Background: an optimization exercise with open tools, aiming at small area. Do not read the settings as production practice.
The RTL was checked by simulation tests, not by an equivalence proof against the original design.
No activity file was given, so power comes from the tool's default toggle rates.

<file path="design/flow/design.v">
package ex_pkg;
    typedef logic [64-1:0] xword_t;
    typedef enum logic [3:0]
    {
        alu_idle,
        alu_add,
        alu_sub,
        alu_sll,
        alu_srl,
        alu_sra,
        alu_and,
        alu_or,
        alu_xor,
        alu_slt,
        alu_sltu,
        alu_pass
    } alu_op_t;
    typedef enum logic [3:0]
    {
        br_none,
        br_jal,
        br_jalr,
        br_eq,
        br_ne,
        br_lt,
        br_ge,
        br_ltu,
        br_geu
    } br_kind_t;
endpackage
module ex_bk_carry #(parameter int N = 64)
(
    input  logic [N-1:0] p,
    input  logic [N-1:0] g,
    input  logic         cin,
    output logic [N-1:0] c
);
    localparam int D0 = 1 << ($clog2(N) - 2);
    logic [N-1:0] G, P;
    always_comb begin
        G = g;
        P = p;
        G[0] = g[0] | (p[0] & cin);
        for (int d = 1; d < N; d = d * 2)
            for (int i = 2 * d - 1; i < N; i = i + 2 * d) begin
                G[i] = G[i] | (P[i] & G[i-d]);
                P[i] = P[i] & P[i-d];
            end
        for (int d = D0; d >= 1; d = d / 2)
            for (int i = 3 * d - 1; i < N; i = i + 2 * d) begin
                G[i] = G[i] | (P[i] & G[i-d]);
                P[i] = P[i] & P[i-d];
            end
        c = {G[N-2:0], cin};
    end
endmodule
module ex_bk_inc #(parameter int N = 62)
(
    input  logic [N-1:0] a,
    output logic [N-1:0] s
);
    localparam int D0 = 1 << ($clog2(N) - 2);
    logic [N-1:0] P;
    always_comb begin
        P = a;
        for (int d = 1; d < N; d = d * 2)
            for (int i = 2 * d - 1; i < N; i = i + 2 * d)
                P[i] = P[i] & P[i-d];
        for (int d = D0; d >= 1; d = d / 2)
            for (int i = 3 * d - 1; i < N; i = i + 2 * d)
                P[i] = P[i] & P[i-d];
        s = a ^ {P[N-2:0], 1'b1};
    end
endmodule
module ex_cmp #(parameter int N = 64)
(
    input  logic [N-1:0] x,
    input  logic [N-1:0] b,
    output logic         ne,
    output logic         bhi
);
    logic [N-1:0] D, L;
    always_comb begin
        D = x;
        L = b;
        for (int d = 1; d < N; d = d * 2)
            for (int i = 2 * d - 1; i < N; i = i + 2 * d) begin
                L[i] = D[i] ? L[i] : L[i-d];
                D[i] = D[i] | D[i-d];
            end
        ne  = D[N-1];
        bhi = L[N-1];
    end
endmodule
module ex_shr
(
    input  logic [63:0] x,
    input  logic [5:0]  s,
    input  logic        fill,
    output logic [63:0] y
);
    always_comb begin
        y = x;
        for (int k = 0; k < 6; k++)
            for (int i = 0; i < 64; i++)
                y[i] = s[k] ? ((i + (1 << k) < 64) ? y[i + (1 << k)] : fill) : y[i];
    end
endmodule
module branch_resolver
(
    input  ex_pkg::br_kind_t br_kind,
    input  ex_pkg::xword_t   rs1,
    input  ex_pkg::xword_t   rs2,
    input  ex_pkg::xword_t   pc,
    input  ex_pkg::xword_t   imm,
    output logic             res_taken,
    output ex_pkg::xword_t   res_target,
    output ex_pkg::xword_t   res_link,
    output logic             res_misaligned
);
    localparam int ALIGN_W = $clog2(4);
    logic       eq;
    logic       lt;
    logic       ltu;
    logic       taken;
    ex_pkg::xword_t     base;
    ex_pkg::xword_t     target;
    assign eq  = rs1 == rs2;
    assign lt  = $signed(rs1) < $signed(rs2);
    assign ltu = rs1 < rs2;
    always_comb
    begin
        case (br_kind)
            ex_pkg::br_none:
                taken = 1'b0;
            ex_pkg::br_jal, ex_pkg::br_jalr:
                taken = 1'b1;
            ex_pkg::br_eq:
                taken = eq;
            ex_pkg::br_ne:
                taken = !eq;
            ex_pkg::br_lt:
                taken = lt;
            ex_pkg::br_ge:
                taken = !lt;
            ex_pkg::br_ltu:
                taken = ltu;
            ex_pkg::br_geu:
                taken = !ltu;
            default:
                taken = 1'b0;
        endcase
    end
    assign base   = (br_kind == ex_pkg::br_jalr) ? rs1 : pc;
    assign target = base + imm;
    assign res_taken      = taken;
    assign res_target     = target;
    assign res_link       = pc + ex_pkg::xword_t'(4);
    assign res_misaligned = taken && (|target[ALIGN_W-1:0]);
endmodule
module ex_result_reg
(
    input  logic             CLK,
    input  logic             RST,
    input  ex_pkg::br_kind_t br_kind,
    input  ex_pkg::xword_t   alu_result,
    input  logic             br_taken,
    input  ex_pkg::xword_t   br_target,
    input  ex_pkg::xword_t   br_link,
    input  logic             br_misaligned,
    input  logic             in_valid,
    output logic             in_ready,
    output logic             out_valid,
    input  logic             out_ready,
    output ex_pkg::xword_t   result,
    output logic             redirect,
    output ex_pkg::xword_t   redirect_pc,
    output logic             target_misaligned
);
    logic       accept;
    logic       is_jump;
    logic       redirect_d;
    ex_pkg::xword_t     result_d;
    assign is_jump    = (br_kind == ex_pkg::br_jal) || (br_kind == ex_pkg::br_jalr);
    assign result_d   = is_jump ? br_link : alu_result;
    assign redirect_d = br_taken && !br_misaligned;
    assign in_ready = !out_valid || out_ready;
    assign accept   = in_valid && in_ready;
    always_ff @(posedge CLK)
    begin
        if (RST)
        begin
            out_valid         <= 1'b0;
            redirect          <= 1'b0;
            target_misaligned <= 1'b0;
        end
        else if (in_ready)
        begin
            out_valid <= in_valid;
            if (accept)
            begin
                redirect          <= redirect_d;
                target_misaligned <= br_misaligned;
            end
        end
    end
    always_ff @(posedge CLK)
    begin
        if (accept)
        begin
            result      <= result_d;
            redirect_pc <= br_target;
        end
    end
endmodule
module ex_stage
(
    input  logic                CLK,
    input  logic                RST,
    input  logic                in_valid,
    output logic                in_ready,
    input  logic [3:0]          op,
    input  logic                word,
    input  logic [3:0]          br_kind,
    input  logic [63:0]         rs1,
    input  logic [63:0]         rs2,
    input  logic [63:0]         pc,
    input  logic [63:0]         imm,
    output logic                out_valid,
    input  logic                out_ready,
    output logic [63:0]         result,
    output logic                redirect,
    output logic [63:0]         redirect_pc,
    output logic                target_misaligned
);
    logic is_add, is_sub, is_sll, is_srl, is_sra, is_and, is_or, is_xor, is_slt, is_sltu, is_pass;
    assign is_add  = op == 4'd1;
    assign is_sub  = op == 4'd2;
    assign is_sll  = op == 4'd3;
    assign is_srl  = op == 4'd4;
    assign is_sra  = op == 4'd5;
    assign is_and  = op == 4'd6;
    assign is_or   = op == 4'd7;
    assign is_xor  = op == 4'd8;
    assign is_slt  = op == 4'd9;
    assign is_sltu = op == 4'd10;
    assign is_pass = op == 4'd11;
    logic is_jalr, is_jump;
    assign is_jalr = br_kind == 4'd2;
    assign is_jump = (br_kind == 4'd1) || is_jalr;
    logic ld, hold;
    assign in_ready = !out_valid || out_ready;
    assign ld   = in_ready;
    assign hold = !ld;
    logic [63:0] x, ap, ag, ac, sum;
    assign x  = rs1 ^ rs2;
    assign ap = x ^ {64{is_sub}};
    assign ag = rs1 & ~ap;
    ex_bk_carry #(.N(64)) u_add (.p(ap), .g(ag), .cin(is_sub), .c(ac));
    assign sum = ap ^ ac;
    logic ne, bhi, ltu, lt;
    ex_cmp #(.N(64)) u_cmp (.x(x), .b(rs2), .ne(ne), .bhi(bhi));
    assign ltu = ne & bhi;
    assign lt  = ne & (bhi ^ x[63]);
    logic [63:0] sh_x, sh_y;
    logic [5:0]  shamt;
    logic        fill;
    assign shamt = {rs2[5] & ~word, rs2[4:0]};
    always_comb begin
        for (int i = 0; i < 64; i++)
            sh_x[i] = is_sll ? rs1[63-i] : rs1[i];
        if (word & ~is_sll)
            sh_x[63:32] = {32{is_sra & rs1[31]}};
    end
    assign fill = is_sra & sh_x[63];
    ex_shr u_shr (.x(sh_x), .s(shamt), .fill(fill), .y(sh_y));
    logic [63:0] link;
    assign link[1:0] = pc[1:0];
    ex_bk_inc #(.N(62)) u_inc (.a(pc[63:2]), .s(link[63:2]));
    logic [63:0] base, tp, tg, tc, target;
    assign base = is_jalr ? rs1 : pc;
    assign tp = base ^ imm;
    assign tg = base & imm;
    ex_bk_carry #(.N(64)) u_tgt (.p(tp), .g(tg), .cin(1'b0), .c(tc));
    assign target = tp ^ tc;
    logic taken;
    always_comb begin
        case (br_kind)
            4'd1, 4'd2: taken = 1'b1;
            4'd3: taken = !ne;
            4'd4: taken = ne;
            4'd5: taken = lt;
            4'd6: taken = !lt;
            4'd7: taken = ltu;
            4'd8: taken = !ltu;
            default: taken = 1'b0;
        endcase
    end
    logic k_arith, k_sr, k_sl, k_and, k_or, k_xor, k_pass, k_slt, k_sltu, k_link;
    assign k_arith = ld & ~is_jump & (is_add | is_sub);
    assign k_sr    = ld & ~is_jump & (is_srl | is_sra);
    assign k_sl    = ld & ~is_jump & is_sll;
    assign k_and   = ld & ~is_jump & is_and;
    assign k_or    = ld & ~is_jump & is_or;
    assign k_xor   = ld & ~is_jump & is_xor;
    assign k_pass  = ld & ~is_jump & is_pass;
    assign k_slt   = ld & ~is_jump & is_slt;
    assign k_sltu  = ld & ~is_jump & is_sltu;
    assign k_link  = ld & is_jump;
    logic k_wa, k_wsr, k_wsl, w31;
    assign k_wa  = k_arith & ~word;
    assign k_wsr = k_sr & ~word;
    assign k_wsl = k_sl & ~word;
    assign w31   = (k_arith & sum[31]) | (k_sr & sh_y[31]) | (k_sl & sh_y[32]);
    logic [63:0] res_d;
    always_comb begin
        for (int i = 0; i < 64; i++) begin
            res_d[i] = (k_and & rs1[i] & rs2[i]) | (k_or & (rs1[i] | rs2[i]))
                     | (k_xor & x[i]) | (k_pass & rs2[i])
                     | (k_link & link[i]) | (hold & result[i]);
            if (i < 32)
                res_d[i] = res_d[i] | (k_arith & sum[i]) | (k_sr & sh_y[i]) | (k_sl & sh_y[63-i]);
            else
                res_d[i] = res_d[i] | (k_wa & sum[i]) | (k_wsr & sh_y[i]) | (k_wsl & sh_y[63-i])
                         | (word & w31);
        end
        res_d[0] = res_d[0] | (k_slt & lt) | (k_sltu & ltu);
    end
    logic mis_d;
    assign mis_d = taken & (target[1] | target[0]);
    always_ff @(posedge CLK) begin
        if (RST)
            out_valid <= 1'b0;
        else if (in_ready)
            out_valid <= in_valid;
    end
    always_ff @(posedge CLK) begin
        result <= res_d;
    end
    always_ff @(posedge CLK) begin
        if (ld) begin
            redirect_pc       <= target;
            redirect          <= taken & ~mis_d;
            target_misaligned <= mis_d;
        end
    end
endmodule
</file>
<file path="design/flow/constraint.sdc">
create_clock -name core_clock -period 8.0 [get_ports {CLK}]
set_input_delay 1.6000 -clock core_clock [delete_from_list [all_inputs] [get_ports {CLK}]]
set_output_delay 1.6000 -clock core_clock [all_outputs]
set_load 0.01 [all_outputs]
</file>
<file path="design/flow/config.mk">
export PLATFORM = sky130hd
export DESIGN_NAME = ex_stage
export DESIGN_NICKNAME = ex_stage
export VERILOG_FILES = /design/flow/design.v
export SDC_FILE = /design/flow/constraint.sdc
export NUM_CORES = 4
export LEC_CHECK = 0
export CAP_MARGIN = 20
export CORE_MARGIN = 2
export CORE_UTILIZATION = 30
export SLEW_MARGIN = 20
</file>
<file path="design/flow/run.sh">
#!/bin/bash
# synth_recipe.tcl (not shown) runs the flow's synth.tcl, then flattens the netlist and writes it again
# the make line also repeats each setting of config.mk as NAME=value (left out here)
make -C /OpenROAD-flow-scripts/flow DESIGN_CONFIG=/design/flow/config.mk WORK_HOME=/design/flow/orfs CLKGATE_MAP_FILE= SYNTH_SCRIPT=/design/flow/synth_recipe.tcl finish
</file>
==> tab_implementation.tex, run 1 <==
\begin{tabular}{lr}
\hline
Metric & Value \\
\hline
\multicolumn{2}{l}{\textbf{Finish}} \\
Fillers & 8,062 \\
FF+latch area & 0.00328 mm2 \\
Fraction of layout instances using a drive strength above 1 & 9.33\% \\
Total area of multi-input combinational cells & 0.0179 mm2 \\
Layout-stage area growth over the synthesis result & 25.0\% \\
Finished layout cell area & 0.0289 mm2 \\
Util after Layout & 38.0\% \\
Post-layout net count & 3,765 \\
\multicolumn{2}{l}{\textbf{Job}} \\
Max-Cap Viols & 0 \\
\multicolumn{2}{l}{\textbf{Yosys}} \\
Sequential area share after synthesis & 14.2\% \\
Post-synth top flop & sky130\_fd\_sc\_hd\_\_edfxtp\_1 \\
Synth Net Count & 3,509 \\
Most frequently used cell type in the post-synthesis netlist & sky130\_fd\_sc\_hd\_\_nand2\_1 \\
Instance count of the mapped netlist & 3,052 \\
Number of enable-type register cells in the synthesized netlist & 66 \\
Share of async-settable or async-resettable flops after synthesis & 0\% \\
Leading cell types by total area after synthesis & sky130\_fd\_sc\_hd\_\_edfxtp\_1 (8.6\%), sky130\_fd\_sc\_hd\_\_ha\_1 (8.4\%), sky130\_fd\_sc\_hd\_\_mux2i\_1 (6.6\%) \\
Cell taking the most area after synthesis & sky130\_fd\_sc\_hd\_\_edfxtp\_1 \\
Synthesis warning total & 5 \\
Portion of synthesized cell area occupied by the leading cell type & 8.58\% \\
Number of different library cells in the post-synthesis netlist & 98 \\
Cell area after technology mapping & 0.0231 mm2 \\
Per-instance average area after synthesis & 7.57 um2 \\
Count of state elements after synthesis & 131 \\
Most instantiated cells after synthesis & sky130\_fd\_sc\_hd\_\_nand2\_1 (257), sky130\_fd\_sc\_hd\_\_a21oi\_1 (251), sky130\_fd\_sc\_hd\_\_inv\_1 (242), sky130\_fd\_sc\_hd\_\_nor2\_1 (230), sky130\_fd\_sc\_hd\_\_clkbuf\_1 (200) \\
\multicolumn{2}{l}{\textbf{Worst setup path}} \\
Buf+Inv Stages, Crit Path & 2 \\
Path type of the worst setup path & primary input to flip-flop \\
Worst path slowest cell & sky130\_fd\_sc\_hd\_\_clkdlybuf4s50\_1 \\
Gate family responsible for the most delay along the worst path & simple AND/OR/NAND/NOR gates \\
Critical path depth in cells & 23 \\
Data required time at the worst endpoint & 8.37 ns \\
Largest fanout on the critical path & 4 \\
Type of element launching the critical path & primary input \\
Ordered cell list for the critical path & clkdlybuf4s50\_1, ha\_1, nand3\_1, nor3\_1, nand3\_1, inv\_1, nand4\_1, nor4\_1, nand3\_1, nor4\_1, and3\_1, and3\_1, and3\_1, and3\_1, and3\_1, and3\_1, and3\_1, ha\_1, xor2\_1, a222oi\_1, o221ai\_1, a2111oi\_0, nand3\_1 \\
Cell seen most often among critical-path stages & sky130\_fd\_sc\_hd\_\_and3\_1 \\
FF-to-FF path depth & 10 \\
Max stage delay on crit path & 0.56 ns \\
Worst setup EP type & flip-flop \\
Data arrival, critical path & 7.94 ns \\
\multicolumn{2}{l}{\textbf{Detailed routing}} \\
Iteration count of the initial detailed-routing pass & 11 \\
Residual antenna-violating net count after detailed routing & 0 \\
Post-route DRC & 0 \\
Routed len/inst & 27.6 um \\
Number of design-rule violations left by the first detailed-router iteration & 3,776 \\
Routed wire length & 120,000 um \\
Via count normalized by instance count & 6.16 \\
Routed vias & 26.8k \\
\multicolumn{2}{l}{\textbf{Clock tree}} \\
TritonCTS buffer count & 17 \\
Clock network latency to the later pin of the worst-skew pair & 0.51 ns \\
Number of sinks on the clock net & 131 \\
Root buffer cell & sky130\_fd\_sc\_hd\_\_clkbuf\_16 \\
Clock tree buffer depth & 2 \\
Post-CTS Repair Setup Buffers & 0 \\
Clock-pin slew on the worst setup and hold paths & 0.09 ns \\
CTS resizes & 0 \\
TritonCTS clock tree & built \\
H-Tree Level Count & 4 \\
Hold buffer count at CTS & 0 \\
\multicolumn{2}{l}{\textbf{Placed design}} \\
Placer's final routability congestion estimate & 1.05 \\
Half-perimeter wire length of the detailed placement result & 94,300 um \\
Standard cell area after detailed placement & 0.0282 mm2 \\
Worst setup slack before clock tree synthesis & 0.162 ns \\
Buffers added on ports & 400 \\
\multicolumn{2}{l}{\textbf{Timing}} \\
Final setup skew & 0.0187 ns \\
Final sum of negative setup slack & 0 ns \\
Min Clock Period, post-route & 7.58 ns \\
Highest clock rate & 132 MHz \\
Period utilisation layout & 94.7\% \\
Final hold violations & 0 \\
Final max-slew violation count & 0 \\
Final setup viols & 0 \\
Worst Slack Setup Final & 0.423 ns \\
Slew at the pin closest to its max-slew limit & 1.21 ns \\
RSZ-0062 raised after global routing & no \\
Remaining max-slew budget at the tightest pin & 18.3\% \\
\multicolumn{2}{l}{\textbf{Pwr}} \\
Total power & 0.00417 W \\
Worst IR drop on VDD & 0.128 mV \\
Power density over the cells & 144 mW/mm2 \\
Static leakage & 11.8 nW \\
\multicolumn{2}{l}{\textbf{GRT}} \\
Number of antenna violations at the first check in global routing & 8 \\
GRT Residual Overflow & 0 \\
Total routing resource utilization after global routing & 29.3\% \\
First-pass GRT wire length & 172,000 um \\
Vias in the first global route & 24.8k \\
Largest net degree at the start of global routing & 63 \\
\multicolumn{2}{l}{\textbf{Die}} \\
Die boundary width & 282 um \\
Die Footprint & 0.0793 mm2 \\
Overall die height & 282 um \\
Number of top-level design ports & 401 \\
Initial Util & 30.4\% \\
Core Area & 0.0761 mm2 \\
Rows & 101 \\
\multicolumn{2}{l}{\textbf{Outcome}} \\
Status & complete, no violations \\
\multicolumn{2}{l}{\textbf{Worst hold path}} \\
Hold Path Class & flip-flop to flip-flop \\
Hold-critical path depth & 3 \\
\hline
\end{tabular}
[per-stage QoR]
stage                     std cells  hold slack [ns]
after global placement         4319            0.627
after floorplan                3052            0.616
final                          4352            0.639
after global routing           4351            0.696
after detailed placement       4319            0.616
after CTS                      4351            0.639
[power breakdown]
part           internal (W)  switching [W]  leakage (nW)
clock              0.000558       0.000392         0.319
combinational      0.000969        0.00131          10.2
sequential         0.000864      0.0000759          1.23
total               0.00239        0.00178          11.8
[placed cells by master (no fill, tap or decap), types with 66 or more instances in the layout]
master | Yosys | final
sky130_fd_sc_hd__clkdlybuf4s50_1 | 0 | 398
sky130_fd_sc_hd__nand2_1 | 257 | 257
sky130_fd_sc_hd__a21oi_1 | 251 | 251
sky130_fd_sc_hd__inv_1 | 242 | 239
sky130_fd_sc_hd__nor2_1 | 230 | 226
sky130_fd_sc_hd__o21ai_0 | 163 | 162
sky130_fd_sc_hd__ha_1 | 156 | 156
sky130_fd_sc_hd__mux2i_1 | 153 | 153
sky130_fd_sc_hd__buf_4 | 7 | 102
sky130_fd_sc_hd__xnor2_1 | 98 | 98
sky130_fd_sc_hd__nor3_1 | 86 | 84
sky130_fd_sc_hd__mux2_2 | 79 | 79
sky130_fd_sc_hd__a221oi_1 | 73 | 73
sky130_fd_sc_hd__edfxtp_1 | 66 | 66
[registers in the layout, summed over array words and instances, names as in the netlist]
register           cells
redirect_pc           64
target_misaligned      1
result                64
redirect               1
out_valid              1
[worst min-delay path: cells and delay by family, from the launching register on]
kind	cells	cell delay (ns)
compound gates	3	0.27
flops	1	0.34
[final timing paths]
| check | from | slack (ns) | to |
|---|---|---|---|
| hold reg to reg | result[31]$_DFF_P_ | 0.64 | result[31]$_DFF_P_ |
| hold / removal | result[31]$_DFF_P_ | 0.64 | result[31]$_DFF_P_ |
| setup reg to reg | out_valid$_SDFFE_PP0P_ | 4.05 | result[58]$_DFF_P_ |
| setup / recovery | pc[2] | 0.42 | result[63]$_DFF_P_ |
[layer usage]
metal / part of all wire [%] / vias up / global-route usage, %
li1: - / 11944 / -
met1: 40 / 12847 / 37.7
met2: 44 / 1712 / 45.4
met3: 11 / 287 / 7.95
met4: 5.1 / 10 / 13.7
met5: 0.043 / - / 0
[logic make-up after synthesis]
kind of cell	after synthesis	share of synthesized area, %
AO/OA/AOI/OAI	986	29.4
AND/OR/NAND/NOR	811	16.3
buffers and inverters	514	8.77
multiplexers	272	14.4
adder cells (fa/ha/maj)	188	11.2
XOR/XNOR	150	5.69
flip-flops	131	14.2
[area by class of cell]
class	instances	share of cell area (%)
timing repair buffer	507	16.8
inverter	244	3.18
antenna	1	0.00866
clock inverter	11	0.598
tap	1030	4.46
sequential	131	11.4
clock buffer	21	1.67
multi-input combinational	2407	61.9
==> run 2: changes to the inputs <==
==> design/flow/flow/run.sh (new file) <==
#!/bin/bash
# Own layout flow: the standard synthesis for reference, then the same
# ORFS synthesis with an area-oriented ABC script (registers unchanged, checked
# below), then the standard layout with one small buffer cell per port.
set -euo pipefail
W=$PWD
F=$W/flow
R=$W/orfs/results/$FLOW_PLATFORM/ex_stage/base

bash standard.sh synth > $W/log_std_synth.txt 2>&1
cp $R/1_2_yosys.v $W/std_1_2_yosys.v

regs() {
  grep -E '^\s*sky130_fd_sc_hd__(e?dfxtp|dfrtp|dfstp|dfxbp|edfxbp|dfbbp|dfrbp|dfsbp)_[0-9]+ ' "$1" \
    | sed -E 's/_[0-9]+ / /; s/\(.*//' | awk '{print $1, $2}' | sort
}

# 2. Area-oriented synthesis: same script, ABC with an area script, no adder-cell extraction
rm -f $R/1_2_yosys.v $R/1_2_yosys.sdc $R/1_synth.odb $R/1_synth.sdc
export MY_ABC_SCRIPT=$F/area.abc
make -C $FLOW_HOME DESIGN_CONFIG=$W/config.mk WORK_HOME=$W/orfs CLKGATE_MAP_FILE= \
  SYNTH_SCRIPT=$F/own_synth.tcl ADDER_MAP_FILE= MY_ABC_SCRIPT=$F/area.abc synth \
  > $W/log_own_synth.txt 2>&1 || true

if [[ -f $R/1_synth.odb ]] && diff <(regs $W/std_1_2_yosys.v) <(regs $R/1_2_yosys.v) > $W/log_reg_diff.txt \
   && [[ $(regs $R/1_2_yosys.v | wc -l) -gt 0 ]]; then
  echo "own synthesis kept: $(regs $R/1_2_yosys.v | wc -l) registers match" > $W/log_choice.txt
else
  echo "own synthesis dropped: registers differ or it failed" > $W/log_choice.txt
  rm -f $R/1_2_yosys.v $R/1_2_yosys.sdc $R/1_synth.odb $R/1_synth.sdc
  bash standard.sh synth > $W/log_std_synth2.txt 2>&1
fi

# 3. Standard layout from the synthesized netlist
export BUFFER_PORTS_ARGS="-buffer_cell sky130_fd_sc_hd__buf_1"
bash standard.sh > $W/log_layout.txt 2>&1
==> design/flow/flow/area.abc (new file) <==
strash; dc2; dc2; dch -f; amap; topo; stime -c
==> design/flow/flow/own_synth.tcl (new file) <==
proc synth {args} { yosys synth -nofsm -noshare {*}$args }
proc abc {args} {
  set i [lsearch -exact $args -script]
  if { $i >= 0 && [info exists ::env(MY_ABC_SCRIPT)] } {
    lset args [expr { $i + 1 }] $::env(MY_ABC_SCRIPT)
  }
  yosys abc {*}$args
}
source $::env(SCRIPTS_DIR)/synth.tcl
# left out here: clear keep_hierarchy, flatten, clean up, hide names made inside functions, write 1_2_yosys.v
==> design/flow/standard.sh (new file) <==
#!/bin/bash
# synth_recipe.tcl (not shown) runs the flow's synth.tcl, then flattens the netlist and writes it again
# the make line also repeats each setting of config.mk as NAME=value (left out here)
make -C /OpenROAD-flow-scripts/flow DESIGN_CONFIG=/design/flow/config.mk WORK_HOME=/design/flow/orfs CLKGATE_MAP_FILE= SYNTH_SCRIPT=/design/flow/synth_recipe.tcl "${@:-finish}"
removed: design/flow/run.sh
==> tab_implementation.tex, run 2 <==
\begin{tabular}{lr}
\hline
Metric & Value \\
\hline
\multicolumn{2}{l}{\textbf{Outcome}} \\
Status & complete, but fails checks \\
Layout check faults & setup timing \\
\multicolumn{2}{l}{\textbf{Worst setup path}} \\
Worst setup EP type & flip-flop \\
R2R Path Start & out\_valid\$\_SDFFE\_PP0P\_ \\
Data required time at the worst endpoint & 8.42 ns \\
Capture point of the worst reg-to-reg path & result[47]\$\_DFF\_P\_ \\
Largest fanout on the critical path & 3 \\
Type of element launching the critical path & primary input \\
Cell seen most often among critical-path stages & sky130\_fd\_sc\_hd\_\_o21ai\_2 \\
Path type of the worst setup path & primary input to flip-flop \\
Setup slack on the worst flop-to-flop path & 3.75 ns \\
Worst path slowest cell & sky130\_fd\_sc\_hd\_\_or2\_4 \\
Max stage delay on crit path & 0.26 ns \\
Data arrival, critical path & 13.98 ns \\
FF-to-FF path depth & 11 \\
\multicolumn{2}{l}{\textbf{Pwr}} \\
Worst IR drop on VDD & 0.111 mV \\
Clock group share of total power & 22.4\% \\
Net switching fraction of the power & 42.2\% \\
Design internal power & 0.00195 W \\
Sw Pwr & 0.00142 W \\
Share of total power in combinational logic & 51.5\% \\
Static leakage & 9.11 nW \\
Power density over the cells & 137 mW/mm2 \\
Sequential cell fraction of total power & 26.1\% \\
\multicolumn{2}{l}{\textbf{Detailed routing}} \\
Routed wire length & 93,900 um \\
Post-route DRC & 0 \\
Residual antenna-violating net count after detailed routing & 0 \\
Via count normalized by instance count & 5.99 \\
Routed len/inst & 22.4 um \\
Routed vias & 25.1k \\
Number of design-rule violations left by the first detailed-router iteration & 2,782 \\
Iteration count of the initial detailed-routing pass & 7 \\
\multicolumn{2}{l}{\textbf{GRT}} \\
Total routing resource utilization after global routing & 32.8\% \\
Largest net degree at the start of global routing & 76 \\
GRT Residual Overflow & 0 \\
First-pass GRT wire length & 140,000 um \\
Vias in the first global route & 23.4k \\
Number of antenna violations at the first check in global routing & 12 \\
\multicolumn{2}{l}{\textbf{Yosys}} \\
Leading cell types by total area after synthesis & sky130\_fd\_sc\_hd\_\_edfxtp\_1 (12\%), sky130\_fd\_sc\_hd\_\_nor2\_1 (9.5\%), sky130\_fd\_sc\_hd\_\_o21ai\_0 (9.3\%) \\
Most frequently used cell type in the post-synthesis netlist & sky130\_fd\_sc\_hd\_\_nor2\_1 \\
Synth Net Count & 2,730 \\
Most instantiated cells after synthesis & sky130\_fd\_sc\_hd\_\_nor2\_1 (408), sky130\_fd\_sc\_hd\_\_o21ai\_0 (298), sky130\_fd\_sc\_hd\_\_a21oi\_1 (253), sky130\_fd\_sc\_hd\_\_clkinv\_1 (243), sky130\_fd\_sc\_hd\_\_nand2\_1 (225) \\
Cell area after technology mapping & 0.0161 mm2 \\
Number of different library cells in the post-synthesis netlist & 48 \\
Per-instance average area after synthesis & 6.54 um2 \\
Post-synth top flop & sky130\_fd\_sc\_hd\_\_edfxtp\_1 \\
Synthesis warning total & 5 \\
Share of async-settable or async-resettable flops after synthesis & 0\% \\
Number of enable-type register cells in the synthesized netlist & 66 \\
Sequential area share after synthesis & 20.4\% \\
Instance count of the mapped netlist & 2,461 \\
Cell taking the most area after synthesis & sky130\_fd\_sc\_hd\_\_edfxtp\_1 \\
Count of state elements after synthesis & 131 \\
Portion of synthesized cell area occupied by the leading cell type & 12.3\% \\
\multicolumn{2}{l}{\textbf{Finish}} \\
Most frequent cells in the layout & sky130\_fd\_sc\_hd\_\_buf\_4 (576), sky130\_fd\_sc\_hd\_\_buf\_1 (394), sky130\_fd\_sc\_hd\_\_nor2\_1 (375) \\
Post-layout net count & 3,759 \\
Util after Layout & 46.6\% \\
Largest registers & redirect\_pc: 64 flops, result: 64 flops \\
Number of non-filler instances in the completed layout & 4,198 \\
Finished layout cell area & 0.0246 mm2 \\
Layout-stage area growth over the synthesis result & 53.0\% \\
Most common cell after layout, fill and taps aside & sky130\_fd\_sc\_hd\_\_buf\_4 \\
Fraction of layout instances using a drive strength above 1 & 24.2\% \\
\multicolumn{2}{l}{\textbf{Clock tree}} \\
Root buffer cell & sky130\_fd\_sc\_hd\_\_clkbuf\_16 \\
Number of sinks on the clock net & 131 \\
TritonCTS clock tree & built \\
H-Tree Level Count & 4 \\
TritonCTS buffer count & 17 \\
Clock network latency to the later pin of the worst-skew pair & 0.51 ns \\
Clock-pin slew on the worst setup and hold paths & 0.06 ns \\
Clock tree buffer depth & 2 \\
\multicolumn{2}{l}{\textbf{Placed design}} \\
Standard cell area after detailed placement & 0.0225 mm2 \\
Half-perimeter wire length of the detailed placement result & 69,100 um \\
Placer's final routability congestion estimate & 1.00 \\
Worst setup slack before clock tree synthesis & -6.99 ns \\
Placed insts & 4,052 \\
Buffers added on ports & 400 \\
\multicolumn{2}{l}{\textbf{Timing}} \\
Period utilisation layout & 169\% \\
Final hold violations & 0 \\
Final setup viols & 64 \\
Final setup skew & 0.0114 ns \\
Min Clock Period, post-route & 13.56 ns \\
RSZ-0062 raised after global routing & yes \\
Slew at the pin closest to its max-slew limit & 1.08 ns \\
Highest clock rate & 73.8 MHz \\
Worst Slack Setup Final & -5.56 ns \\
Final max-slew violation count & 0 \\
Remaining max-slew budget at the tightest pin & 27.7\% \\
\multicolumn{2}{l}{\textbf{Worst hold path}} \\
Endpoint with the worst hold slack & result[31]\$\_DFF\_P\_ \\
Start point of the worst hold path & result[31]\$\_DFF\_P\_ \\
Hold-critical path depth & 2 \\
Hold Path Class & flip-flop to flip-flop \\
\multicolumn{2}{l}{\textbf{Job}} \\
Max-Cap Viols & 0 \\
\multicolumn{2}{l}{\textbf{Die}} \\
Die boundary width & 236 um \\
Die Footprint & 0.0555 mm2 \\
Rows & 84 \\
Overall die height & 236 um \\
Core Area & 0.0529 mm2 \\
Initial Util & 30.5\% \\
Number of top-level design ports & 401 \\
\hline
\end{tabular}
run 2: changes by cell type after synthesis, sizes merged, moves of 70 or more:
cell	delta
buf	-70
clkbuf	-200
clkinv	+243
ha	-156
inv	-244
mux2	-79
mux2i	-153
nor2	+177
o21ai	+128
o22a	+165
o22ai	+192
xnor2	-98
run 2: per-stage QoR:
step	hold WS (ns)	total power [W]	setup TNS (ns)
2_1_floorplan	0.507	0.00167	-260.96
3_3_place_gp	0.459	0.00237	-250.77
3_5_place_dp	0.472	0.00238	-263.96
4_1_cts	0.495	0.00330	-172.77
5_1_grt	0.517	0.00353	-225.23
6_report	0.485	0.00337	-173.56
run 2: critical path, delay by kind of cell:
kind / cells / cell delay, ns
AND/OR/NAND/NOR: 59 / 6.24
buffers and inverters: 2 / 0.17
AO/OA/AOI/OAI: 59 / 5.98
run 2: power by group through the flow:
stage	clock, W	sequential (W)	combinational [W]
6_report	0.000757	0.000879	0.00174
5_1_grt	0.000784	0.000888	0.00186
4_1_cts	0.000768	0.000877	0.00166
3_5_place_dp	0	0.000889	0.00149
3_3_place_gp	0	0.000889	0.00148
2_1_floorplan	0	0.000941	0.000731
run 2: area by class of cell:
class | count | area [um2]
Antenna cell | 7 | 17.5
Clock buffer | 24 | 462
Clock inverter | 8 | 38.8
Fill cell | 5564 | 28200
Inverter | 243 | 946
Multi-Input combinational cell | 2087 | 12800
Sequential cell | 131 | 3280
Tap cell | 688 | 861
Timing Repair Buffer | 1010 | 6250
run 2: kinds of logic after synthesis:
family | after synthesis | share of synthesized area (%)
flops | 131 | 20.4
compound gates | 1319 | 54.5
buf+inv | 243 | 5.66
simple gates | 768 | 19.5
run 2: worst max path at each step:
stage                              end  cells past startpoint  startpoint
floorplan           result[63]$_DFF_P_                    119       op[3]
global placement    result[63]$_DFF_P_                    117       op[3]
detailed placement  result[63]$_DFF_P_                    117       op[3]
CTS                 result[63]$_DFF_P_                    120       op[3]
global route        result[63]$_DFF_P_                    120       op[2]
finish              result[63]$_DFF_P_                    120       op[2]
run 2: what timing repair did:
item / 4_1_cts / 5_1_grt
cloned: 0 / 0
hold buffers: 0 / 0
endpoints found under the setup margin: 67 / 70
pin swaps: 40 / 64
gates resized for setup: 86 / 140
setup buffers: 143 / 82
run 2: metal layers:
| metal | vias to the layer above | part of all wire [%] | GRT usage, % |
|---|---|---|---|
| met5 | - | 0.070 | 0 |
| met1 | 11572 | 41 | 41.7 |
| met3 | 291 | 10 | 7.81 |
| met2 | 1438 | 44 | 51.4 |
| met4 | 10 | 5.1 | 17.3 |
| li1 | 11831 | - | - |
==> run 3: changes to the inputs <==
--- a/design/flow/design.v
+++ b/design/flow/design.v
@@ -252,12 +252,18 @@
     assign in_ready = !out_valid || out_ready;
     assign ld   = in_ready;
     assign hold = !ld;
-    logic [63:0] x, ap, ag, ac, sum;
+    logic [63:0] x, ap, ag, jp, jg, ac, sum;
     assign x  = rs1 ^ rs2;
     assign ap = x ^ {64{is_sub}};
     assign ag = rs1 & ~ap;
-    ex_bk_carry #(.N(64)) u_add (.p(ap), .g(ag), .cin(is_sub), .c(ac));
-    assign sum = ap ^ ac;
+    always_comb begin
+        for (int i = 0; i < 64; i++) begin
+            jp[i] = is_jump ? (pc[i] ^ (i == 2)) : ap[i];
+            jg[i] = is_jump ? (pc[i] & (i == 2)) : ag[i];
+        end
+    end
+    ex_bk_carry #(.N(64)) u_add (.p(jp), .g(jg), .cin(is_sub & ~is_jump), .c(ac));
+    assign sum = jp ^ ac;
     logic ne, bhi, ltu, lt;
     ex_cmp #(.N(64)) u_cmp (.x(x), .b(rs2), .ne(ne), .bhi(bhi));
     assign ltu = ne & bhi;
@@ -274,9 +280,6 @@
     end
     assign fill = is_sra & sh_x[63];
     ex_shr u_shr (.x(sh_x), .s(shamt), .fill(fill), .y(sh_y));
-    logic [63:0] link;
-    assign link[1:0] = pc[1:0];
-    ex_bk_inc #(.N(62)) u_inc (.a(pc[63:2]), .s(link[63:2]));
     logic [63:0] base, tp, tg, tc, target;
     assign base = is_jalr ? rs1 : pc;
     assign tp = base ^ imm;
@@ -307,27 +310,33 @@
     assign k_slt   = ld & ~is_jump & is_slt;
     assign k_sltu  = ld & ~is_jump & is_sltu;
     assign k_link  = ld & is_jump;
+    logic k_ab, k_x;
+    assign k_ab    = k_and | k_or | k_pass;
+    assign k_x     = k_xor | k_or;
+    logic k_sum;
+    assign k_sum   = k_arith | k_link;
     logic k_wa, k_wsr, k_wsl, w31;
-    assign k_wa  = k_arith & ~word;
+    assign k_wa  = k_arith & ~word | k_link;
     assign k_wsr = k_sr & ~word;
     assign k_wsl = k_sl & ~word;
     assign w31   = (k_arith & sum[31]) | (k_sr & sh_y[31]) | (k_sl & sh_y[32]);
     logic [63:0] res_d;
     always_comb begin
         for (int i = 0; i < 64; i++) begin
-            res_d[i] = (k_and & rs1[i] & rs2[i]) | (k_or & (rs1[i] | rs2[i]))
-                     | (k_xor & x[i]) | (k_pass & rs2[i])
-                     | (k_link & link[i]) | (hold & result[i]);
+            res_d[i] = (k_ab & ag[i]) | (x[i] & (k_x | (k_pass & rs2[i])))
+                     | (hold & result[i]);
             if (i < 32)
-                res_d[i] = res_d[i] | (k_arith & sum[i]) | (k_sr & sh_y[i]) | (k_sl & sh_y[63-i]);
+                res_d[i] = res_d[i] | (k_sum & sum[i]) | (k_sr & sh_y[i]) | (k_sl & sh_y[63-i]);
             else
                 res_d[i] = res_d[i] | (k_wa & sum[i]) | (k_wsr & sh_y[i]) | (k_wsl & sh_y[63-i])
                          | (word & w31);
         end
         res_d[0] = res_d[0] | (k_slt & lt) | (k_sltu & ltu);
     end
-    logic mis_d;
-    assign mis_d = taken & (target[1] | target[0]);
+    logic taken_q, tmis;
+    assign tmis              = redirect_pc[1] | redirect_pc[0];
+    assign target_misaligned = taken_q & tmis;
+    assign redirect          = taken_q & ~tmis;
     always_ff @(posedge CLK) begin
         if (RST)
             out_valid <= 1'b0;
@@ -339,9 +348,8 @@
     end
     always_ff @(posedge CLK) begin
         if (ld) begin
-            redirect_pc       <= target;
-            redirect          <= taken & ~mis_d;
-            target_misaligned <= mis_d;
+            redirect_pc <= target;
+            taken_q     <= taken;
         end
     end
 endmodule
--- a/design/flow/flow/run.sh
+++ b/design/flow/flow/run.sh
@@ -33,4 +33,5 @@
 
 # 3. Standard layout from the synthesized netlist
 export BUFFER_PORTS_ARGS="-buffer_cell sky130_fd_sc_hd__buf_1"
+export CTS_ARGS="-sink_clustering_enable -repair_clock_nets -buf_list sky130_fd_sc_hd__clkbuf_8 -sink_clustering_size 10 -dont_use_dummy_load"
 bash standard.sh > $W/log_layout.txt 2>&1
==> design/flow/flow/area.abc (replaced) <==
strash; dch -f; amap; topo
--- a/design/flow/config.mk
+++ b/design/flow/config.mk
@@ -7,5 +7,6 @@
 export LEC_CHECK = 0
 export CAP_MARGIN = 20
 export CORE_MARGIN = 2
-export CORE_UTILIZATION = 30
+export CORE_UTILIZATION = 50
+export GPL_TIMING_DRIVEN = 0
 export SLEW_MARGIN = 20
==> tab_implementation.tex, run 3 <==
\begin{tabular}{lr}
\hline
Metric & Value \\
\hline
\multicolumn{2}{l}{\textbf{GRT}} \\
Met2 track demand over resource & 67.8\% \\
Number of antenna violations at the first check in global routing & 0 \\
Total routing resource utilization after global routing & 45.1\% \\
Vias in the first global route & 21.7k \\
Met3 Use GR & 12.7\% \\
Largest net degree at the start of global routing & 122 \\
Most heavily used metal layer in global routing & met2 \\
First-pass GRT wire length & 119,000 um \\
Met1 GRT Util & 57.4\% \\
GRT Residual Overflow & 0 \\
\multicolumn{2}{l}{\textbf{Detailed routing}} \\
Post-route DRC & 0 \\
Number of design-rule violations left by the first detailed-router iteration & 3,274 \\
Routed len/inst & 23.2 um \\
Residual antenna-violating net count after detailed routing & 0 \\
Iteration count of the initial detailed-routing pass & 6 \\
Routed vias & 24.0k \\
Routed wire length & 80,600 um \\
Via count normalized by instance count & 6.94 \\
\multicolumn{2}{l}{\textbf{Finish}} \\
Fraction of layout instances using a drive strength above 1 & 4.30\% \\
FF+latch area & 0.00325 mm2 \\
Fillers & 3,201 \\
Most common cell after layout, fill and taps aside & sky130\_fd\_sc\_hd\_\_buf\_1 \\
Largest registers & redirect\_pc: 64 flops, result: 64 flops \\
Most frequent cells in the layout & sky130\_fd\_sc\_hd\_\_buf\_1 (394), sky130\_fd\_sc\_hd\_\_o21ai\_0 (350), sky130\_fd\_sc\_hd\_\_nand2\_1 (347) \\
Number of non-filler instances in the completed layout & 3,465 \\
Total area of multi-input combinational cells & 0.0126 mm2 \\
Util after Layout & 61.7\% \\
Layout-stage area growth over the synthesis result & 22.1\% \\
Post-layout net count & 3,293 \\
\multicolumn{2}{l}{\textbf{Placed design}} \\
Half-perimeter wire length of the detailed placement result & 59,800 um \\
Placer's final routability congestion estimate & 1.03 \\
Buffers added on ports & 400 \\
Placed insts & 3,432 \\
\multicolumn{2}{l}{\textbf{Worst setup path}} \\
Worst setup EP type & flip-flop \\
Cell seen most often among critical-path stages & sky130\_fd\_sc\_hd\_\_nor2\_1 \\
Max stage delay on crit path & 0.44 ns \\
Worst path slowest cell & sky130\_fd\_sc\_hd\_\_o31ai\_4 \\
Path type of the worst setup path & primary input to flip-flop \\
Type of element launching the critical path & primary input \\
Largest fanout on the critical path & 121 \\
Data arrival, critical path & 8.08 ns \\
Data required time at the worst endpoint & 8.35 ns \\
\multicolumn{2}{l}{\textbf{Yosys}} \\
Portion of synthesized cell area occupied by the leading cell type & 11.9\% \\
Number of enable-type register cells in the synthesized netlist & 65 \\
Count of state elements after synthesis & 130 \\
Number of different library cells in the post-synthesis netlist & 42 \\
Most instantiated cells after synthesis & sky130\_fd\_sc\_hd\_\_o21ai\_0 (358), sky130\_fd\_sc\_hd\_\_nand2\_1 (349), sky130\_fd\_sc\_hd\_\_nor2\_1 (336), sky130\_fd\_sc\_hd\_\_o22ai\_1 (248), sky130\_fd\_sc\_hd\_\_a21oi\_1 (238) \\
Per-instance average area after synthesis & 6.41 um2 \\
Cell taking the most area after synthesis & sky130\_fd\_sc\_hd\_\_edfxtp\_1 \\
Most frequently used cell type in the post-synthesis netlist & sky130\_fd\_sc\_hd\_\_o21ai\_0 \\
Cell area after technology mapping & 0.0164 mm2 \\
Instance count of the mapped netlist & 2,553 \\
Leading cell types by total area after synthesis & sky130\_fd\_sc\_hd\_\_edfxtp\_1 (12\%), sky130\_fd\_sc\_hd\_\_o21ai\_0 (11\%), sky130\_fd\_sc\_hd\_\_o22ai\_1 (9.5\%) \\
Post-synth top flop & sky130\_fd\_sc\_hd\_\_edfxtp\_1 \\
Share of async-settable or async-resettable flops after synthesis & 0\% \\
Synth Net Count & 2,822 \\
Synthesis warning total & 4 \\
Sequential area share after synthesis & 19.9\% \\
\multicolumn{2}{l}{\textbf{Die}} \\
Core Area & 0.0324 mm2 \\
Number of top-level design ports & 401 \\
Rows & 66 \\
Die Footprint & 0.0342 mm2 \\
Initial Util & 50.5\% \\
Die boundary width & 185 um \\
Overall die height & 185 um \\
\multicolumn{2}{l}{\textbf{Clock tree}} \\
TritonCTS clock tree & built \\
H-Tree Level Count & 4 \\
Clock network latency to the later pin of the worst-skew pair & 0.52 ns \\
Clock-pin slew on the worst setup and hold paths & 0.07 ns \\
Number of sinks on the clock net & 130 \\
TritonCTS buffer count & 17 \\
Root buffer cell & sky130\_fd\_sc\_hd\_\_clkbuf\_8 \\
Hold buffer count at CTS & 0 \\
Clock tree buffer depth & 2 \\
\multicolumn{2}{l}{\textbf{Timing}} \\
Final hold violations & 0 \\
Final setup viols & 0 \\
Final sum of negative setup slack & 0 ns \\
Slew at the pin closest to its max-slew limit & 1.16 ns \\
Period utilisation layout & 96.6\% \\
RSZ-0062 raised after global routing & no \\
Min Clock Period, post-route & 7.73 ns \\
Remaining max-slew budget at the tightest pin & 20.9\% \\
Final max-slew violation count & 0 \\
Highest clock rate & 129 MHz \\
Final setup skew & 0.0205 ns \\
Final worst hold slack & 0.514 ns \\
\multicolumn{2}{l}{\textbf{Pwr}} \\
Total power & 0.00289 W \\
Worst IR drop on VDD & 0.111 mV \\
Power density over the cells & 145 mW/mm2 \\
Static leakage & 6.46 nW \\
\multicolumn{2}{l}{\textbf{Worst hold path}} \\
Hold Path Class & flip-flop to flip-flop \\
\multicolumn{2}{l}{\textbf{Job}} \\
Max-Cap Viols & 0 \\
\multicolumn{2}{l}{\textbf{Outcome}} \\
Status & complete, no violations \\
\hline
\end{tabular}
## run 3: changes by cell type after synthesis, moves of 19 or more
| cell | previous run | this run |
|---|---|---|
| sky130_fd_sc_hd__a211oi_1 | 40 | 21 |
| sky130_fd_sc_hd__a21boi_0 | 21 | 2 |
| sky130_fd_sc_hd__nand2_1 | 225 | 349 |
| sky130_fd_sc_hd__nor2_1 | 408 | 336 |
| sky130_fd_sc_hd__o21ai_0 | 298 | 358 |
| sky130_fd_sc_hd__o221ai_1 | 76 | 43 |
| sky130_fd_sc_hd__o22ai_1 | 214 | 248 |
| sky130_fd_sc_hd__o311ai_0 | 7 | 38 |
| sky130_fd_sc_hd__or2_0 | 14 | 58 |
## run 3: final timing paths
kind	startpoint	endpoint	slack [ns]	cells after the start
setup reg to reg	out_valid$_SDFFE_PP0N_	result[40]$_DFF_P_	3.58	12
hold / removal	result[6]$_DFF_P_	result[6]$_DFF_P_	0.51	2
setup / recovery	br_kind[2]	result[58]$_DFF_P_	0.27	34
hold reg to reg	result[6]$_DFF_P_	result[6]$_DFF_P_	0.51	2
## run 3: final cells by class
| class | instances | area share, % |
|---|---|---|
| Antenna cell | 1 | 0.0125 |
| Tap cell | 442 | 2.77 |
| Inverter | 228 | 4.59 |
| Multi-Input combinational cell | 2197 | 63.0 |
| Timing Repair Buffer | 450 | 12.2 |
| Sequential cell | 130 | 16.3 |
| Clock buffer | 17 | 1.17 |
## run 3: timing repair
action | CTS | global route
gates cloned | 2 | 0
gates resized for setup | 17 | 14
setup buffers | 8 | 5
pin swaps | 4 | 5
setup endpoints to repair | 78 | 38
## run 3: cell families after synthesis
group	count (synthesis)	synth area share [%]
compound gates	1325	52.6
simple gates	870	22.3
buf+inv	228	5.23
flops	130	19.9
## run 3: through the flow
step	instance area [um2]	setup slack (ns)
after floorplan	16400	-1.03
after CTS	19800	0.00876
final	20000	0.274
after global placement	18500	-9.10
after global routing	20000	0.0527
after detailed placement	19400	-2.65
## run 3: per-layer routing
metal / routed length, um / up-vias
li1: - / 10967
met1: 30600 / 10865
met2: 33600 / 1817
met3: 11300 / 387
met4: 5030 / 0
met5: 0 / -
## run 3: critical path, delay by kind of cell
| family | cells | cell delay [ns] |
|---|---|---|
| AND/OR/NAND/NOR | 12 | 2.08 |
| buffers and inverters | 11 | 1.87 |
| AO/OA/AOI/OAI | 11 | 2.30 |
## run 3: power breakdown
| group | internal (W) | total (W) | leakage, nW | switching [W] |
|---|---|---|---|---|
| Clock | 0.000187 | 0.000467 | 0.122 | 0.000281 |
| Sequential | 0.000834 | 0.000889 | 1.21 | 0.0000555 |
| Combinational | 0.000515 | 0.00154 | 5.12 | 0.00102 |
| Total | 0.00154 | 0.00289 | 6.46 | 0.00136 |
==> run 4: changes to the inputs <==
==> design/flow/config.mk (replaced) <==
export PLATFORM = sky130hd
export DESIGN_NAME = ex_stage
export DESIGN_NICKNAME = ex_stage
export VERILOG_FILES = /design/flow/design.v
export SDC_FILE = /design/flow/constraint.sdc
export NUM_CORES = 4
export LEC_CHECK = 0
export CAP_MARGIN = 10
export CORE_MARGIN = 2
export CORE_UTILIZATION = 45
export GPL_TIMING_DRIVEN = 0
export SLEW_MARGIN = 10
==> tab_implementation.tex, run 4 <==
\begin{tabular}{lr}
\hline
Metric & Value \\
\hline
\multicolumn{2}{l}{\textbf{Worst setup path}} \\
Worst setup EP type & flip-flop \\
Data arrival, critical path & 8.08 ns \\
Largest fanout on the critical path & 35 \\
Path type of the worst setup path & primary input to flip-flop \\
Buf+Inv Stages, Crit Path & 8 \\
Type of element launching the critical path & primary input \\
Max stage delay on crit path & 0.42 ns \\
Gate family responsible for the most delay along the worst path & simple AND/OR/NAND/NOR gates \\
Data required time at the worst endpoint & 8.39 ns \\
Worst path slowest cell & sky130\_fd\_sc\_hd\_\_a31oi\_2 \\
Cell seen most often among critical-path stages & sky130\_fd\_sc\_hd\_\_nor2\_1 \\
\multicolumn{2}{l}{\textbf{Yosys}} \\
Post-Synth XOR/XNOR Area & 0\% \\
Portion of synthesized cell area occupied by the leading cell type & 11.9\% \\
Share of async-settable or async-resettable flops after synthesis & 0\% \\
Count of state elements after synthesis & 130 \\
Cell area after technology mapping & 0.0164 mm2 \\
Post-Synth Adder-Cell Area & 0\% \\
Synthesis warning total & 4 \\
Most instantiated cells after synthesis & sky130\_fd\_sc\_hd\_\_o21ai\_0 (358), sky130\_fd\_sc\_hd\_\_nand2\_1 (349), sky130\_fd\_sc\_hd\_\_nor2\_1 (336), sky130\_fd\_sc\_hd\_\_o22ai\_1 (248), sky130\_fd\_sc\_hd\_\_a21oi\_1 (238) \\
Post-synth top flop & sky130\_fd\_sc\_hd\_\_edfxtp\_1 \\
Leading cell types by total area after synthesis & sky130\_fd\_sc\_hd\_\_edfxtp\_1 (12\%), sky130\_fd\_sc\_hd\_\_o21ai\_0 (11\%), sky130\_fd\_sc\_hd\_\_o22ai\_1 (9.5\%) \\
Number of different library cells in the post-synthesis netlist & 42 \\
Complex-gate fraction of the synthesized area & 52.6\% \\
Combinational family with the most area after synthesis & compound AO/OA/AOI/OAI gates \\
Simple-gate area share of the yosys netlist & 22.3\% \\
Number of enable-type register cells in the synthesized netlist & 65 \\
Instance count of the mapped netlist & 2,553 \\
Sequential area share after synthesis & 19.9\% \\
Fraction of synthesized area in multiplexers & 0\% \\
Per-instance average area after synthesis & 6.41 um2 \\
Most frequently used cell type in the post-synthesis netlist & sky130\_fd\_sc\_hd\_\_o21ai\_0 \\
Cell taking the most area after synthesis & sky130\_fd\_sc\_hd\_\_edfxtp\_1 \\
Synth Net Count & 2,822 \\
\multicolumn{2}{l}{\textbf{Detailed routing}} \\
Met1 Wirelength & 32,800 um \\
Residual antenna-violating net count after detailed routing & 0 \\
Routed vias & 23.9k \\
Routed len/inst & 23.7 um \\
Routed wire length & 82,600 um \\
Post-route DRC & 0 \\
Iteration count of the initial detailed-routing pass & 9 \\
Via count normalized by instance count & 6.85 \\
Total met2 wirelength after detailed routing & 34,900 um \\
Top routing layer used & met5 \\
Wire length on met3 & 10,700 um \\
Number of design-rule violations left by the first detailed-router iteration & 3,022 \\
\multicolumn{2}{l}{\textbf{Die}} \\
Number of top-level design ports & 401 \\
Die Footprint & 0.0379 mm2 \\
Core Area & 0.0357 mm2 \\
Initial Util & 45.9\% \\
Overall die height & 195 um \\
Die boundary width & 195 um \\
Rows & 69 \\
\multicolumn{2}{l}{\textbf{Timing}} \\
Min Clock Period, post-route & 7.68 ns \\
Remaining max-slew budget at the tightest pin & 12.9\% \\
Slew at the pin closest to its max-slew limit & 1.29 ns \\
Period utilisation layout & 96.0\% \\
Final sum of negative setup slack & 0 ns \\
Final setup skew & 0.0169 ns \\
Final worst hold slack & 0.516 ns \\
RSZ-0062 raised after global routing & no \\
Highest clock rate & 130 MHz \\
Final setup viols & 0 \\
Final hold violations & 0 \\
Final max-slew violation count & 0 \\
\multicolumn{2}{l}{\textbf{Job}} \\
Max-Cap Viols & 0 \\
\multicolumn{2}{l}{\textbf{Pwr}} \\
Power density over the cells & 146 mW/mm2 \\
Static leakage & 6.39 nW \\
Total power & 0.00290 W \\
Worst IR drop on VDD & 0.127 mV \\
\multicolumn{2}{l}{\textbf{GRT}} \\
GRT Residual Overflow & 0 \\
Total routing resource utilization after global routing & 41.4\% \\
First-pass GRT wire length & 122,000 um \\
Vias in the first global route & 21.3k \\
Largest net degree at the start of global routing & 121 \\
Number of antenna violations at the first check in global routing & 2 \\
\multicolumn{2}{l}{\textbf{Outcome}} \\
Status & complete, no violations \\
\multicolumn{2}{l}{\textbf{Finish}} \\
Most frequent cells in the layout & sky130\_fd\_sc\_hd\_\_buf\_1 (394), sky130\_fd\_sc\_hd\_\_o21ai\_0 (350), sky130\_fd\_sc\_hd\_\_nand2\_1 (348) \\
Post-layout net count & 3,292 \\
Util after Layout & 55.7\% \\
Largest registers & redirect\_pc: 64 flops, result: 64 flops \\
Most common cell after layout, fill and taps aside & sky130\_fd\_sc\_hd\_\_buf\_1 \\
Fillers & 3,608 \\
Layout-stage area growth over the synthesis result & 21.4\% \\
Finished layout cell area & 0.0199 mm2 \\
Fraction of layout instances using a drive strength above 1 & 4.20\% \\
\multicolumn{2}{l}{\textbf{Clock tree}} \\
TritonCTS buffer count & 17 \\
Number of sinks on the clock net & 130 \\
Root buffer cell & sky130\_fd\_sc\_hd\_\_clkbuf\_8 \\
Clock tree buffer depth & 2 \\
TritonCTS clock tree & built \\
Clock-pin slew on the worst setup and hold paths & 0.09 ns \\
H-Tree Level Count & 4 \\
Clock network latency to the later pin of the worst-skew pair & 0.53 ns \\
\multicolumn{2}{l}{\textbf{Placed design}} \\
Half-perimeter wire length of the detailed placement result & 61,400 um \\
Standard cell area after detailed placement & 0.0192 mm2 \\
Buffers added on ports & 400 \\
Placer's final routability congestion estimate & 0.976 \\
\multicolumn{2}{l}{\textbf{Worst hold path}} \\
Hold Path Class & flip-flop to flip-flop \\
\hline
\end{tabular}
[run 4: cell types whose count changed in the layout (fill, tap and decap cells not counted), sizes merged]
cell    previous run  this run
o21ai            360       361
clkbuf            17        18
buf              450       447
[run 4: routing by layer]
metal,global-route usage [%],vias up
met3,10.9,287
met5,0,-
met4,19.6,2
met2,62.6,1739
li1,-,10973
met1,54.8,10873
[run 4: worst reg2reg max path, cell delays in order, from the launching register on]
cell and delay (ns):
sky130_fd_sc_hd__dfxtp_1 0.34, sky130_fd_sc_hd__nor2b_4 0.43, sky130_fd_sc_hd__buf_12 0.28, sky130_fd_sc_hd__nor2_1 0.23, sky130_fd_sc_hd__clkinv_1 0.18, sky130_fd_sc_hd__nor3_2 0.16
sky130_fd_sc_hd__a31oi_4 0.50, sky130_fd_sc_hd__buf_12 0.27, sky130_fd_sc_hd__clkinv_1 0.63, sky130_fd_sc_hd__a222oi_1 0.76, sky130_fd_sc_hd__o221ai_1 0.32, sky130_fd_sc_hd__a21oi_1 0.18
sky130_fd_sc_hd__nand2_1 0.06
[run 4: logic make-up after synthesis]
logic type / count (synthesis)
AND/OR/NAND/NOR: 870
AO/OA/AOI/OAI: 1325
buffers and inverters: 228
flip-flops: 130
[run 4: through the flow]
stage | setup slack (ns) | cells
global route | 0.0125 | 3482
CTS | 0.00679 | 3466
global placement | -9.33 | 3414
floorplan | -1.03 | 2553
detailed placement | -2.77 | 3443
finish | 0.316 | 3483
[run 4: final timing paths]
kind,start,end,slack (ns),cells after the start
worst min register to register,result[31]$_DFF_P_,result[31]$_DFF_P_,0.52,2
worst min-delay path,result[31]$_DFF_P_,result[31]$_DFF_P_,0.52,2
worst max-delay path,op[3],result[63]$_DFF_P_,0.32,33
worst max register to register,out_valid$_SDFFE_PP0N_,result[40]$_DFF_P_,3.57,12
[run 4: layout make-up]
cell class	count	area [um2]	area share (%)
Timing Repair Buffer	448	2260	11.4
Sequential cell	130	3250	16.4
Inverter	228	931	4.69
Antenna cell	1	2.50	0.0126
Multi-Input combinational cell	2198	12600	63.4
Clock buffer	17	234	1.18
Tap cell	461	577	2.91
[run 4: repair_timing]
action / CTS / global route
pin swaps: 3 / 7
endpoints found under the hold margin: 0 / 0
hold buffers: 0 / 0
gates resized for setup: 20 / 19
setup endpoints to repair: 74 / 37
gates cloned: 1 / 2
buffers inserted: 5 / 12
[run 4: power by group]
part / leakage, nW / switching, W / internal (W)
combinational: 5.06 / 0.00102 / 0.000507
clock: 0.122 / 0.000292 / 0.000187
sequential: 1.21 / 0.0000594 / 0.000834
==> run 5: changes to the inputs <==
--- a/design/flow/design.v
+++ b/design/flow/design.v
@@ -259,7 +259,7 @@
     always_comb begin
         for (int i = 0; i < 64; i++) begin
             jp[i] = is_jump ? (pc[i] ^ (i == 2)) : ap[i];
-            jg[i] = is_jump ? (pc[i] & (i == 2)) : ag[i];
+            jg[i] = is_jump ? (pc[i] & (i == 2)) : (ag[i] & ~(is_xor | is_or));
         end
     end
     ex_bk_carry #(.N(64)) u_add (.p(jp), .g(jg), .cin(is_sub & ~is_jump), .c(ac));
@@ -323,12 +323,12 @@
     logic [63:0] res_d;
     always_comb begin
         for (int i = 0; i < 64; i++) begin
-            res_d[i] = (k_ab & ag[i]) | (x[i] & (k_x | (k_pass & rs2[i])))
+            res_d[i] = (k_ab & ag[i]) | (k_pass & x[i] & rs2[i])
                      | (hold & result[i]);
             if (i < 32)
-                res_d[i] = res_d[i] | (k_sum & sum[i]) | (k_sr & sh_y[i]) | (k_sl & sh_y[63-i]);
+                res_d[i] = res_d[i] | ((k_sum | k_x) & sum[i]) | (k_sr & sh_y[i]) | (k_sl & sh_y[63-i]);
             else
-                res_d[i] = res_d[i] | (k_wa & sum[i]) | (k_wsr & sh_y[i]) | (k_wsl & sh_y[63-i])
+                res_d[i] = res_d[i] | ((k_wa | k_x) & sum[i]) | (k_wsr & sh_y[i]) | (k_wsl & sh_y[63-i])
                          | (word & w31);
         end
         res_d[0] = res_d[0] | (k_slt & lt) | (k_sltu & ltu);
--- a/design/flow/config.mk
+++ b/design/flow/config.mk
@@ -9,4 +9,5 @@
 export CORE_MARGIN = 2
 export CORE_UTILIZATION = 45
 export GPL_TIMING_DRIVEN = 0
+export SETUP_SLACK_MARGIN = 0.25
 export SLEW_MARGIN = 10
==> tab_implementation.tex, run 5 <==
\begin{tabular}{lr}
\hline
Metric & Value \\
\hline
\multicolumn{2}{l}{\textbf{Clock tree}} \\
Clock network latency to the later pin of the worst-skew pair & 0.51 ns \\
Number of sinks on the clock net & 130 \\
Root buffer cell & sky130\_fd\_sc\_hd\_\_clkbuf\_8 \\
TritonCTS buffer count & 17 \\
Clock-pin slew on the worst setup and hold paths & 0.08 ns \\
Clock tree buffer depth & 2 \\
TritonCTS clock tree & built \\
H-Tree Level Count & 4 \\
\multicolumn{2}{l}{\textbf{Die}} \\
Core Area & 0.0354 mm2 \\
Overall die height & 193 um \\
Rows & 69 \\
Number of top-level design ports & 401 \\
Die Footprint & 0.0374 mm2 \\
Die boundary width & 193 um \\
Initial Util & 45.6\% \\
\multicolumn{2}{l}{\textbf{Worst setup path}} \\
Data arrival, critical path & 7.81 ns \\
Setup slack on the worst flop-to-flop path & 4.34 ns \\
Largest fanout on the critical path & 58 \\
Worst setup EP type & flip-flop \\
Path type of the worst setup path & primary input to flip-flop \\
Data required time at the worst endpoint & 8.39 ns \\
Max stage delay on crit path & 0.42 ns \\
Type of element launching the critical path & primary input \\
Worst path slowest cell & sky130\_fd\_sc\_hd\_\_clkinv\_4 \\
\multicolumn{2}{l}{\textbf{Finish}} \\
Largest registers & redirect\_pc: 64 flops, result: 64 flops \\
Layout-stage area growth over the synthesis result & 21.5\% \\
FF+latch area & 0.00325 mm2 \\
Most common cell after layout, fill and taps aside & sky130\_fd\_sc\_hd\_\_buf\_1 \\
Fillers & 3,654 \\
Post-layout net count & 3,236 \\
Fraction of layout instances using a drive strength above 1 & 4.28\% \\
Total area of multi-input combinational cells & 0.0124 mm2 \\
Most frequent cells in the layout & sky130\_fd\_sc\_hd\_\_buf\_1 (393), sky130\_fd\_sc\_hd\_\_o21ai\_0 (341), sky130\_fd\_sc\_hd\_\_nand2\_1 (336) \\
\multicolumn{2}{l}{\textbf{GRT}} \\
Met1 GRT Util & 52.6\% \\
Number of antenna violations at the first check in global routing & 1 \\
Most heavily used metal layer in global routing & met2 \\
First-pass GRT wire length & 120,000 um \\
GRT Residual Overflow & 0 \\
Largest net degree at the start of global routing & 67 \\
Met2 track demand over resource & 61.7\% \\
Total routing resource utilization after global routing & 40.8\% \\
Vias in the first global route & 21.0k \\
Met3 Use GR & 7.71\% \\
\multicolumn{2}{l}{\textbf{Worst hold path}} \\
Hold Path Class & flip-flop to flip-flop \\
\multicolumn{2}{l}{\textbf{Pwr}} \\
Worst IR drop on VDD & 0.116 mV \\
Static leakage & 6.27 nW \\
Power density over the cells & 148 mW/mm2 \\
Total power & 0.00289 W \\
\multicolumn{2}{l}{\textbf{Placed design}} \\
Half-perimeter wire length of the detailed placement result & 60,700 um \\
Placer's final routability congestion estimate & 1.02 \\
Buffers added on ports & 400 \\
Worst setup slack before clock tree synthesis & -2.58 ns \\
\multicolumn{2}{l}{\textbf{Yosys}} \\
Most instantiated cells after synthesis & sky130\_fd\_sc\_hd\_\_o21ai\_0 (351), sky130\_fd\_sc\_hd\_\_nor2\_1 (341), sky130\_fd\_sc\_hd\_\_nand2\_1 (338), sky130\_fd\_sc\_hd\_\_o22ai\_1 (246), sky130\_fd\_sc\_hd\_\_clkinv\_1 (223) \\
Post-synth top flop & sky130\_fd\_sc\_hd\_\_edfxtp\_1 \\
Sequential area share after synthesis & 20.2\% \\
Leading cell types by total area after synthesis & sky130\_fd\_sc\_hd\_\_edfxtp\_1 (12\%), sky130\_fd\_sc\_hd\_\_o21ai\_0 (11\%), sky130\_fd\_sc\_hd\_\_o22ai\_1 (9.5\%) \\
Number of different library cells in the post-synthesis netlist & 45 \\
Instance count of the mapped netlist & 2,494 \\
Per-instance average area after synthesis & 6.47 um2 \\
Number of enable-type register cells in the synthesized netlist & 65 \\
Cell area after technology mapping & 0.0161 mm2 \\
Synth Net Count & 2,763 \\
Count of state elements after synthesis & 130 \\
Synthesis warning total & 4 \\
Share of async-settable or async-resettable flops after synthesis & 0\% \\
Cell taking the most area after synthesis & sky130\_fd\_sc\_hd\_\_edfxtp\_1 \\
Most frequently used cell type in the post-synthesis netlist & sky130\_fd\_sc\_hd\_\_o21ai\_0 \\
Portion of synthesized cell area occupied by the leading cell type & 12.1\% \\
\multicolumn{2}{l}{\textbf{Job}} \\
Max-Cap Viols & 0 \\
\multicolumn{2}{l}{\textbf{Detailed routing}} \\
Routed vias & 23.2k \\
Post-route DRC & 0 \\
Routed len/inst & 23.6 um \\
Routed wire length & 81,000 um \\
Number of design-rule violations left by the first detailed-router iteration & 2,483 \\
Iteration count of the initial detailed-routing pass & 9 \\
Residual antenna-violating net count after detailed routing & 0 \\
Via count normalized by instance count & 6.76 \\
\multicolumn{2}{l}{\textbf{Timing}} \\
Final max-slew violation count & 0 \\
Worst Slack Setup Final & 0.585 ns \\
RSZ-0062 raised after global routing & yes \\
Final hold violations & 0 \\
Final setup skew & 0.0260 ns \\
Remaining max-slew budget at the tightest pin & 27.2\% \\
Highest clock rate & 135 MHz \\
Period utilisation layout & 92.7\% \\
Final setup viols & 0 \\
Slew at the pin closest to its max-slew limit & 1.09 ns \\
Min Clock Period, post-route & 7.41 ns \\
Final sum of negative setup slack & 0 ns \\
\multicolumn{2}{l}{\textbf{Outcome}} \\
Status & complete, no violations \\
\hline
\end{tabular}
-- run 5: layer usage --
layer | routed length [um] | vias up
li1 | - | 10772
met1 | 31500 | 10605
met2 | 34700 | 1487
met3 | 8710 | 297
met4 | 6160 | 2
met5 | 6 | -
-- run 5: path summary, 6_finish.rpt --
path                          startpoint  cells after the start                 end
hold / removal        result[48]$_DFF_P_                      2  result[48]$_DFF_P_
setup / recovery              br_kind[2]                     30  result[63]$_DFF_P_
setup reg to reg  out_valid$_SDFFE_PP0N_                      9   result[3]$_DFF_P_
hold reg to reg       result[48]$_DFF_P_                      2  result[48]$_DFF_P_
-- run 5: cell families (layout without fill, tap and decap cells) --
logic type,count (synthesis),count (layout),share of synthesized area (%)
flip-flops,130,130,20.2
buffers and inverters,223,691,5.19
other,0,1,0
XOR/XNOR,1,1,0.0543
AO/OA/AOI/OAI,1297,1299,52.7
AND/OR/NAND/NOR,843,844,21.8
-- run 5: report_power, final --
group	internal [W]	switching [W]	total [W]
combinational	0.000509	0.00102	0.00153
clock	0.000187	0.000280	0.000467
sequential	0.000836	0.0000655	0.000902
total	0.00153	0.00136	0.00289
-- run 5: worst max-delay path: cells and delay by family --
family	cells	cell delay, ns
and+or+nand+nor	9	1.82
AOI/OAI and AO/OA	14	2.96
buffers and inverters	7	1.38
-- run 5: per-stage QoR --
stage               hold WS [ns]  std cells  cell area, um2  utilization (%)
CTS                        0.508       3409           19300             54.6
global placement           0.485       3355           18300             51.7
detailed placement         0.494       3382           18900             53.4
global route               0.543       3426           19600             55.4
finish                     0.514       3427           19600             55.4
floorplan                  0.532       2494           16200                -
-- run 5: area by class of cell --
class	instances	area share, %
diodes	1	0.0128
clock buffers	17	1.19
inverters	223	4.72
multi-input cells	2144	63.2
flip-flops and latches	130	16.6
well taps	461	2.94
repair buffers	448	11.2
repair inverters	3	0.147
-- run 5: what timing repair did --
item,4_1_cts,5_1_grt
gates resized for setup,22,27
hold buffers,0,0
setup endpoints to repair,70,34
cloned,4,3
pin swaps,4,7
buffers inserted,6,14

## re-timing with driven ports
How much do the figures lean on ideal ports? The routed layouts below were timed once more, with nothing changed but the port constraints.
Step 1, drivers: a clkbuf_16 drives CLK and a buf_2 each remaining input, both assumed.
Step 2 adds t to the input delays and takes it off the output delays; t is the mean of the earliest and latest rising clock arrival at the registers after step 1. Input paths then give back, and output paths get back, about the clock's delay inside the block.
Slacks: ideal / step 1 / step 2; pairs: ideal / step 1.
| run | t, ns | slack for setup (ns) | hold WS [ns] | worst setup path at the end |
|---|---|---|---|---|
| run 1 | 0.562 | 0.423 / 0.457 / -0.105 | 0.639 / 0.639 / 0.639 | input to register |
| run 2 | 0.561 | -5.558 / -5.534 / -6.095 | 0.485 / 0.485 / 0.485 | input to register |
| run 3 | 0.561 | 0.274 / 0.304 / -0.258 | 0.514 / 0.514 / 0.514 | input to register |
| run 4 | 0.578 | 0.316 / 0.347 / -0.231 | 0.516 / 0.516 / 0.516 | input to register |
| run 5 | 0.555 | 0.585 / 0.618 / 0.063 | 0.514 / 0.514 / 0.514 | input to register |
Met with ideal ports but missed after step 2: setup timing in run 1, run 3 and run 4. For run 4, which loses most, drivers alone change the setup slack by +0.031 ns; drivers and shift together by -0.547 ns.
